Background: an optimization exercise with open tools, aiming at small area, a short achievable clock period and few clock cycles per item. Do not read the settings as production practice.
Only simulation tests tie the RTL to the original design; equivalence was not proved.
No activity file was given, so power comes from the tool's default toggle rates.

==> exp/onyx: inputs <==
## command_frame_receiver
module command_frame_receiver #(
   parameter int MAX_PAYLOAD = 64
) (
   input  logic                       clock,
   input  logic                       reset,
   input  logic                       req_valid,
   output logic                       req_ready,
   input  logic [cfr_pkg::BYTE_W-1:0] req_rx_byte,
   output logic                       rsp_valid,
   input  logic                       rsp_ready,
   output logic [cfr_pkg::BYTE_W-1:0] rsp_frame_command,
   output logic [cfr_pkg::LEN_W-1:0]  rsp_frame_length,
   output logic [cfr_pkg::BYTE_W-1:0] rsp_payload_byte,
   output logic                       rsp_byte_valid,
   output logic                       rsp_last,
   output logic [cfr_pkg::SUM_W-1:0]  rsp_received_sum,
   output logic [cfr_pkg::SUM_W-1:0]  rsp_computed_sum,
   output logic                       rsp_sum_match,
   input  logic                       csr_we,
   input  logic [cfr_pkg::CSR_W-1:0]  csr_index,
   input  logic [cfr_pkg::BYTE_W-1:0] csr_wdata
);
make LEC_CHECK=0 ABC_CLOCK_PERIOD_IN_PS=2000 CAP_MARGIN=20 CORE_MARGIN=2 CORE_UTILIZATION=40 CTS_BUF_LIST=sky130_fd_sc_hd__clkbuf_16 CTS_CLUSTER_DIAMETER=60 CTS_CLUSTER_SIZE=30 SETUP_SLACK_MARGIN=2.0 SLEW_MARGIN=20 finish   # period 4.0 ns
run.sh (not shown) runs the stock make flow with config.mk's settings and CLKGATE_MAP_FILE= SYNTH_SCRIPT=/design/flow/synth_recipe.tcl, a recipe that flattens the netlist after the stock synthesis.
==> exp/ember: changes against exp/onyx <==
- CTS_BUF_LIST: sky130_fd_sc_hd__clkbuf_16 -> unset
- CTS_CLUSTER_DIAMETER: 60 -> unset
- CTS_CLUSTER_SIZE: 30 -> unset
==> exp/indigo: changes against exp/onyx <==
--- a/flow/design.v
+++ b/flow/design.v
@@ -76,15 +76,14 @@
    input  logic                         req_valid,
    input  logic [cfr_pkg::BYTE_W-1:0]   req_rx_byte,
    output logic                         req_ready,
    output logic                         ram_we,
    output logic [LO_N-1:0]              ram_wsel_lo,
    output logic [HI_N-1:0]              ram_wsel_hi,
    output logic [cfr_pkg::BYTE_W-1:0]   ram_wdata,
-   input  logic [ADDR_W:0]              rd_ptr,
    input  logic                         rd_adv,
    output logic                         pend,
    input  logic                         pend_take,
    output logic [cfr_pkg::BYTE_W-1:0]   frm_command,
    output logic [cfr_pkg::LEN_W-1:0]    frm_length,
    output logic [cfr_pkg::SUM_W-1:0]    frm_received_sum,
    output logic [cfr_pkg::SUM_W-1:0]    frm_computed_sum,
@@ -94,37 +93,48 @@
    logic [PHASES-1:0] phase_ff, phase_in;
    logic [BYTE_W-1:0] command_ff;
    logic              len_hi_nz_ff;
    logic [LEN_W-1:0]  length_ff;
    logic [LEN_W-1:0]  left_ff;
    logic              data_last_ff;
    logic [SUM_W-1:0]  rx_sum_ff;
-   logic [SUM_W-1:0]  run_sum_ff;
+   logic [BYTE_W-1:0] run_lo_ff;
+   logic [BYTE_W-1:0] run_hi_ff;
+   logic              run_cy_ff;
    logic              sum_match_ff;
    logic              pend_ff, pend_in;
    logic              req_ready_ff, req_ready_in;
+   logic              stall_ff;
    logic              wen_ff;
-   logic [ADDR_W:0]   wr_ptr_ff;
-   logic [ADDR_W:0]   tail_ff;
    logic [LO_N-1:0]   wsel_lo_ff;
    logic [HI_N-1:0]   wsel_hi_ff;
+   logic [ADDR_W-1:0] tail_ff;
+   logic [ADDR_W-1:0] wr_addr;
    logic [LO_N-1:0]   tail_lo;
    logic [HI_N-1:0]   tail_hi;
+   logic [ADDR_W:0]   used_ff;
+   logic [ADDR_W:0]   cused_ff;
    logic              accept;
    logic              wr_adv;
    logic              commit;
    logic              rollback;
    logic              full_in;
-   logic [ADDR_W:0]   used;
-   logic              used_64;
-   logic              used_63;
+   logic              cmd_maybe;
+   logic              data_maybe;
+   logic [ADDR_W:0]   used_inc;
+   logic [ADDR_W:0]   used_dec;
+   logic [ADDR_W:0]   cused_dec;
+   logic              wr_adv_ff;
+   logic              rd_adv_ff;
+   logic              commit_ff;
+   logic              rollback_ff;
    logic              eq_h1, eq_h2, eq_t1, eq_t2;
    logic              len_ok, len_zero;
    logic              good_end;
-   assign accept = req_valid && req_ready_ff;
+   assign accept = req_valid && !stall_ff;
    assign wr_adv = accept && phase_ff[P_DATA];
    assign eq_h1    = (req_rx_byte == cfg.header_first);
    assign eq_h2    = (req_rx_byte == cfg.header_second);
    assign eq_t1    = (req_rx_byte == cfg.trailer_first);
    assign eq_t2    = (req_rx_byte == cfg.trailer_second);
    assign len_ok   = !len_hi_nz_ff && (req_rx_byte <= MAX_LEN);
    assign len_zero = (req_rx_byte == '0);
@@ -154,92 +164,132 @@
                          (phase_ff[P_TRL0] && !accept);
       phase_in[P_TRL1] = (phase_ff[P_TRL0] && accept && eq_t1) ||
                          (phase_ff[P_TRL1] && !accept);
    end
    assign commit   = phase_ff[P_TRL1] && accept && good_end;
    assign rollback = (phase_ff[P_TRL0] && accept && !eq_t1) ||
                      (phase_ff[P_TRL1] && accept && !good_end);
-   assign used    = wr_ptr_ff - rd_ptr;
-   assign used_64 = (used == (ADDR_W+1)'(MAX_PAYLOAD));
-   assign used_63 = (used == (ADDR_W+1)'(MAX_PAYLOAD - 1));
-   assign full_in      = wr_adv ? (rd_adv ? used_64 : used_63) : (!rd_adv && used_64);
+   assign used_inc  = used_ff + (ADDR_W+1)'(1);
+   assign used_dec  = used_ff - (ADDR_W+1)'(1);
+   assign cused_dec = cused_ff - (ADDR_W+1)'(1);
+   assign cmd_maybe    = (phase_ff[P_HDR1] && accept) || (phase_ff[P_CMD] && !accept);
+   assign data_maybe   = (phase_ff[P_LENL] && accept) || (phase_ff[P_DATA] && !(accept && data_last_ff));
+   assign full_in      = (used_ff >= (ADDR_W+1)'(MAX_PAYLOAD - 2)) && (cused_ff != '0);
    assign pend_in      = commit || (pend_ff && !pend_take);
-   assign req_ready_in = !(pend_in && phase_in[P_CMD]) && !(phase_in[P_DATA] && full_in);
+   assign req_ready_in = !(pend_in && cmd_maybe) && !(data_maybe && full_in);
    assign req_ready    = req_ready_ff;
    assign ram_we      = wen_ff;
    assign ram_wsel_lo = wsel_lo_ff;
    assign ram_wsel_hi = wsel_hi_ff;
    assign ram_wdata   = req_rx_byte;
    always_comb begin
+      wr_addr = '0;
+      for (int i = 0; i < LO_N; i++) begin
+         if (wsel_lo_ff[i]) wr_addr[LO_W-1:0] = wr_addr[LO_W-1:0] | LO_W'(i);
+      end
+      for (int i = 0; i < HI_N; i++) begin
+         if (wsel_hi_ff[i]) wr_addr[ADDR_W-1:LO_W] = wr_addr[ADDR_W-1:LO_W] | (ADDR_W-LO_W)'(i);
+      end
       tail_lo = '0;
       tail_hi = '0;
       tail_lo[tail_ff[LO_W-1:0]]      = 1'b1;
       tail_hi[tail_ff[ADDR_W-1:LO_W]] = 1'b1;
    end
    always_ff @(posedge clock) begin
       if (reset) begin
          phase_ff     <= PHASES'(1) << P_HDR0;
          pend_ff      <= 1'b0;
          req_ready_ff <= 1'b1;
+         stall_ff     <= 1'b0;
          wen_ff       <= 1'b0;
-         wr_ptr_ff    <= '0;
-         tail_ff      <= '0;
          wsel_lo_ff   <= LO_N'(1);
          wsel_hi_ff   <= HI_N'(1);
+         tail_ff      <= '0;
+         used_ff      <= '0;
+         cused_ff     <= '0;
+         wr_adv_ff    <= 1'b0;
+         rd_adv_ff    <= 1'b0;
+         commit_ff    <= 1'b0;
+         rollback_ff  <= 1'b0;
       end else begin
          phase_ff     <= phase_in;
          pend_ff      <= pend_in;
          req_ready_ff <= req_ready_in;
-         wen_ff       <= phase_in[P_DATA] && req_ready_in;
+         stall_ff     <= !req_ready_in;
+         wen_ff       <= data_maybe && !full_in;
          if (rollback) begin
-            wr_ptr_ff  <= tail_ff;
             wsel_lo_ff <= tail_lo;
             wsel_hi_ff <= tail_hi;
          end else if (wr_adv) begin
-            wr_ptr_ff  <= wr_ptr_ff + (ADDR_W+1)'(1);
             wsel_lo_ff <= {wsel_lo_ff[LO_N-2:0], wsel_lo_ff[LO_N-1]};
             if (wsel_lo_ff[LO_N-1]) begin
                wsel_hi_ff <= {wsel_hi_ff[HI_N-2:0], wsel_hi_ff[HI_N-1]};
             end
          end
          if (commit) begin
-            tail_ff <= wr_ptr_ff;
+            tail_ff <= wr_addr;
+         end
+         wr_adv_ff   <= wr_adv;
+         rd_adv_ff   <= rd_adv;
+         commit_ff   <= commit;
+         rollback_ff <= rollback;
+         if (rollback_ff) begin
+            used_ff <= rd_adv_ff ? cused_dec : cused_ff;
+         end else if (wr_adv_ff && !rd_adv_ff) begin
+            used_ff <= used_inc;
+         end else if (!wr_adv_ff && rd_adv_ff) begin
+            used_ff <= used_dec;
+         end
+         if (commit_ff) begin
+            cused_ff <= rd_adv_ff ? used_dec : used_ff;
+         end else if (rd_adv_ff) begin
+            cused_ff <= cused_dec;
          end
       end
    end
    always_ff @(posedge clock) begin
       if (accept && phase_ff[P_CMD]) begin
          command_ff <= req_rx_byte;
       end
       if (accept && phase_ff[P_LENH]) begin
          len_hi_nz_ff <= (req_rx_byte != '0);
       end
       if (accept && phase_ff[P_LENL]) begin
          length_ff    <= req_rx_byte[LEN_W-1:0];
          left_ff      <= req_rx_byte[LEN_W-1:0];
          data_last_ff <= (req_rx_byte == BYTE_W'(1));
-         run_sum_ff   <= '0;
       end else if (wr_adv) begin
          left_ff      <= left_ff - LEN_W'(1);
          data_last_ff <= (left_ff == LEN_W'(2));
-         run_sum_ff   <= run_sum_ff + {{(SUM_W-BYTE_W){1'b0}}, req_rx_byte};
+      end
+      if (accept && phase_ff[P_LENL]) begin
+         run_lo_ff <= '0;
+         run_cy_ff <= 1'b0;
+         run_hi_ff <= '0;
+      end else begin
+         if (wr_adv) begin
+            {run_cy_ff, run_lo_ff} <= {1'b0, run_lo_ff} + {1'b0, req_rx_byte};
+         end else begin
+            run_cy_ff <= 1'b0;
+         end
+         run_hi_ff <= run_hi_ff + BYTE_W'(run_cy_ff);
       end
       if (accept && phase_ff[P_SUMH]) begin
          rx_sum_ff[SUM_W-1:BYTE_W] <= req_rx_byte;
       end
       if (accept && phase_ff[P_SUML]) begin
          rx_sum_ff[BYTE_W-1:0] <= req_rx_byte;
       end
-      sum_match_ff <= (rx_sum_ff == run_sum_ff);
+      sum_match_ff <= (rx_sum_ff == {run_hi_ff, run_lo_ff});
    end
    assign pend             = pend_ff;
    assign frm_command      = command_ff;
    assign frm_length       = length_ff;
    assign frm_received_sum = rx_sum_ff;
-   assign frm_computed_sum = run_sum_ff;
+   assign frm_computed_sum = {run_hi_ff, run_lo_ff};
    assign frm_sum_match    = sum_match_ff;
 endmodule
 import cfr_pkg::*;
 module command_frame_receiver #(
    parameter int MAX_PAYLOAD = 64
 ) (
    input  logic                       clock,
@@ -276,17 +326,21 @@
    logic              pend;
    logic              pend_take;
    logic [BYTE_W-1:0] frm_command;
    logic [LEN_W-1:0]  frm_length;
    logic [SUM_W-1:0]  frm_received_sum;
    logic [SUM_W-1:0]  frm_computed_sum;
    logic              frm_sum_match;
-   logic [ADDR_W:0]   rd_ptr_ff;
+   logic [BANK_W-1:0] rd_bank_ff;
    logic [ADDR_W-1:0] rem_ff;
    logic              rsp_valid_ff;
+   logic              rsp_idle_ff;
+   logic              last_i_ff;
+   logic              slot_empty_ff;
+   logic              slot_le1_ff;
    logic [BYTE_W-1:0] command_ff;
    logic [LEN_W-1:0]  length_ff;
    logic [BYTE_W-1:0] payload_ff;
    logic              byte_valid_ff;
    logic              last_ff;
    logic [SUM_W-1:0]  received_sum_ff;
    logic [SUM_W-1:0]  computed_sum_ff;
@@ -330,15 +384,14 @@
       .req_valid        (req_valid),
       .req_rx_byte      (req_rx_byte),
       .req_ready        (req_ready),
       .ram_we           (ram_we),
       .ram_wsel_lo      (ram_wsel_lo),
       .ram_wsel_hi      (ram_wsel_hi),
       .ram_wdata        (ram_wdata),
-      .rd_ptr           (rd_ptr_ff),
       .rd_adv           (rd_adv),
       .pend             (pend),
       .pend_take        (pend_take),
       .frm_command      (frm_command),
       .frm_length       (frm_length),
       .frm_received_sum (frm_received_sum),
       .frm_computed_sum (frm_computed_sum),
@@ -354,67 +407,80 @@
       .wr_en   (ram_we),
       .wr_sel_lo (ram_wsel_lo),
       .wr_sel_hi (ram_wsel_hi),
       .wr_data (ram_wdata),
       .rd_row  (bank_row_ff),
       .rd_data (bank_rdata)
    );
-   assign ram_rdata = bank_rdata[rd_ptr_ff[BANK_W-1:0]];
+   assign ram_rdata = bank_rdata[rd_bank_ff];
    always_ff @(posedge clock) begin
-      if (reset) begin
-         bank_row_ff <= '0;
-      end else if (rd_adv) begin
-         bank_row_ff[rd_ptr_ff[BANK_W-1:0]] <= bank_row_ff[rd_ptr_ff[BANK_W-1:0]] + ROW_W'(1);
+      for (int b = 0; b < BANKS; b++) begin
+         if (reset) begin
+            bank_row_ff[b] <= '0;
+         end else if (rd_adv && (rd_bank_ff == BANK_W'(b))) begin
+            bank_row_ff[b] <= bank_row_ff[b] + ROW_W'(1);
+         end
       end
    end
-   assign slot_take = slot_valid_ff && (!rsp_valid_ff || (rsp_ready && last_ff));
+   assign slot_take = slot_valid_ff && (rsp_idle_ff || (rsp_ready && last_i_ff));
    assign pend_take = pend && (!slot_valid_ff || slot_take);
-   assign next_beat = rsp_valid_ff && rsp_ready && !last_ff;
-   assign frm_empty = (slot_length_ff == '0);
-   assign rd_adv    = next_beat || (slot_take && !frm_empty);
+   assign next_beat = !rsp_idle_ff && rsp_ready && !last_i_ff;
+   assign frm_empty = slot_empty_ff;
+   assign rd_adv    = next_beat || (slot_take && !slot_empty_ff);
    always_ff @(posedge clock) begin
       if (reset) begin
          slot_valid_ff <= 1'b0;
       end else if (pend_take) begin
          slot_valid_ff <= 1'b1;
       end else if (slot_take) begin
          slot_valid_ff <= 1'b0;
       end
    end
    always_ff @(posedge clock) begin
       if (pend_take) begin
          slot_command_ff      <= frm_command;
          slot_length_ff       <= frm_length;
+         slot_empty_ff        <= (frm_length == '0);
+         slot_le1_ff          <= (frm_length <= LEN_W'(1));
          slot_received_sum_ff <= frm_received_sum;
          slot_computed_sum_ff <= frm_computed_sum;
          slot_sum_match_ff    <= frm_sum_match;
       end
    end
    always_ff @(posedge clock) begin
       if (reset) begin
          rsp_valid_ff <= 1'b0;
-         rd_ptr_ff    <= '0;
+         rsp_idle_ff  <= 1'b1;
+         last_i_ff    <= 1'b1;
+         rd_bank_ff   <= '0;
       end else begin
          if (slot_take) begin
             rsp_valid_ff <= 1'b1;
-         end else if (rsp_ready && last_ff) begin
+            rsp_idle_ff  <= 1'b0;
+         end else if (rsp_ready && last_i_ff) begin
             rsp_valid_ff <= 1'b0;
+            rsp_idle_ff  <= 1'b1;
+         end
+         if (slot_take) begin
+            last_i_ff <= slot_le1_ff;
+         end else if (next_beat) begin
+            last_i_ff <= (rem_ff == ADDR_W'(1));
          end
          if (rd_adv) begin
-            rd_ptr_ff <= rd_ptr_ff + (ADDR_W+1)'(1);
+            rd_bank_ff <= rd_bank_ff + BANK_W'(1);
          end
       end
    end
    always_ff @(posedge clock) begin
       if (slot_take) begin
          command_ff      <= slot_command_ff;
          length_ff       <= slot_length_ff;
          payload_ff      <= frm_empty ? '0 : ram_rdata;
          byte_valid_ff   <= !frm_empty;
-         last_ff         <= (slot_length_ff <= LEN_W'(1));
+         last_ff         <= slot_le1_ff;
          rem_ff          <= ADDR_W'(slot_length_ff - LEN_W'(1));
          received_sum_ff <= slot_received_sum_ff;
          computed_sum_ff <= slot_computed_sum_ff;
          sum_match_ff    <= slot_sum_match_ff;
       end else if (next_beat) begin
          payload_ff      <= ram_rdata;
          last_ff         <= (rem_ff == ADDR_W'(1));
- ABC_CLOCK_PERIOD_IN_PS: 2000 -> unset
- CORE_UTILIZATION: 40 -> 65
- PLACE_DENSITY: unset -> 0.75
==> summary of the runs <==
- exp/ember completed without violations. exp/indigo went through all stages and came out clean. exp/onyx ran to the end with no violations.
- Between exp/onyx and exp/ember, the lower utilization is in exp/onyx (gap 0.99 points).
- Final area, lowest first: exp/indigo, exp/onyx, exp/ember.
- Sequential cell count: exp/ember is lower than exp/indigo (11).
- In exp/ember the global-route usage is lower than in exp/indigo, by 8.8 points.
- Of exp/indigo and exp/onyx, exp/onyx has the higher die area (gap 39%, measured against exp/onyx).
- Against exp/indigo, the non-clock buffer count of exp/onyx is higher by 24.
- Against exp/indigo, the synthesized cell count of exp/ember is larger by 5.3%.
- In sequential power, exp/ember and exp/onyx hardly differ.
==> figures <==
| metric | exp/ember | exp/indigo | exp/onyx |
|---|---|---|---|
| Outcome | no timing/DRC/antenna violations | no timing/DRC/antenna violations | no timing/DRC/antenna violations |
| Setup slack of the worst register-to-register path | 1.67 ns | 1.94 ns | 1.65 ns |
| Critical Path Start | u_parser.wr_ptr_ff[0]$_SDFFE_PP0P_ | payload_ff[7]$_DFFE_PP_ | u_parser.wr_ptr_ff[0]$_SDFFE_PP0P_ |
| Clock buffers | 114 | 48 | 51 |
| Share of the synthesized area in the top cell type | 60.3% | 61.2% | 60.3% |
| Hold WS | 0.389 ns | 0.416 ns | 0.410 ns |
| Net switching component of the power | 0.00347 W | 0.00328 W | 0.00335 W |
| Data arrival time at the worst-slack endpoint | 2.86 ns | 1.27 ns | 2.86 ns |
| Placement Setup Slack | 0.774 ns | 0.776 ns | 0.774 ns |
| Clock input transition at the sequential cells of the worst setup and hold paths | 0.06 ns | 0.10 ns | 0.09 ns |
| Fraction of area in clock buffers and inverters | 6.93% | 4.66% | 4.45% |
| Number of vias per cell after detailed routing | 5.71 | 6.60 | 5.76 |
| Die area | 84,900 um2 | 52,100 um2 | 84,900 um2 |
| Flip-flop and latch share of the layout cell area | 58.7% | 62.7% | 60.0% |
| Highest achievable clock rate | 429 MHz | 483 MHz | 426 MHz |
| Number of cells traversed by the worst hold path | 1 | 0 | 1 |
| Number of enable flip-flop cells after synthesis | 664 | 666 | 664 |
Testbench counts of exp/onyx, summed over its fixed seeds: cycles 15,046, beats 10,307.
Testbench counts of exp/ember, summed over its fixed seeds: cycles 15,046, beats 10,307.
Testbench counts of exp/indigo, summed over its fixed seeds: cycles 15,050, beats 10,307.

re-timing with driven ports:
No port has a modelled driver above. Below, the same layouts with a new extraction and two added sets of constraints. Step 1 sets driving cells, clkbuf_16 on the clock port and buf_2 on the other inputs (assumed; they add their load-dependent delay and slew). Step 2 times the ports against the registers' clock, not the clock port: input delays grow and output delays shrink by t, the midpoint of the rising clock arrivals with the driver on. Slacks: no drivers / after step 1 / after step 2; pairs: no drivers / after step 1.
run	t, ns	slack for setup (ns)	worst slew at a driven data input, ns
exp/onyx	0.677	1.654 / 1.654 / 1.173	0.14
exp/ember	0.695	1.672 / 1.672 / 1.225	0.14
exp/indigo	0.678	1.930 / 1.872 / 1.323	0.15
After both steps every run listed still meets setup and hold. For exp/indigo, which loses most, drivers alone change the setup slack by -0.058 ns; drivers and shift together by -0.607 ns.
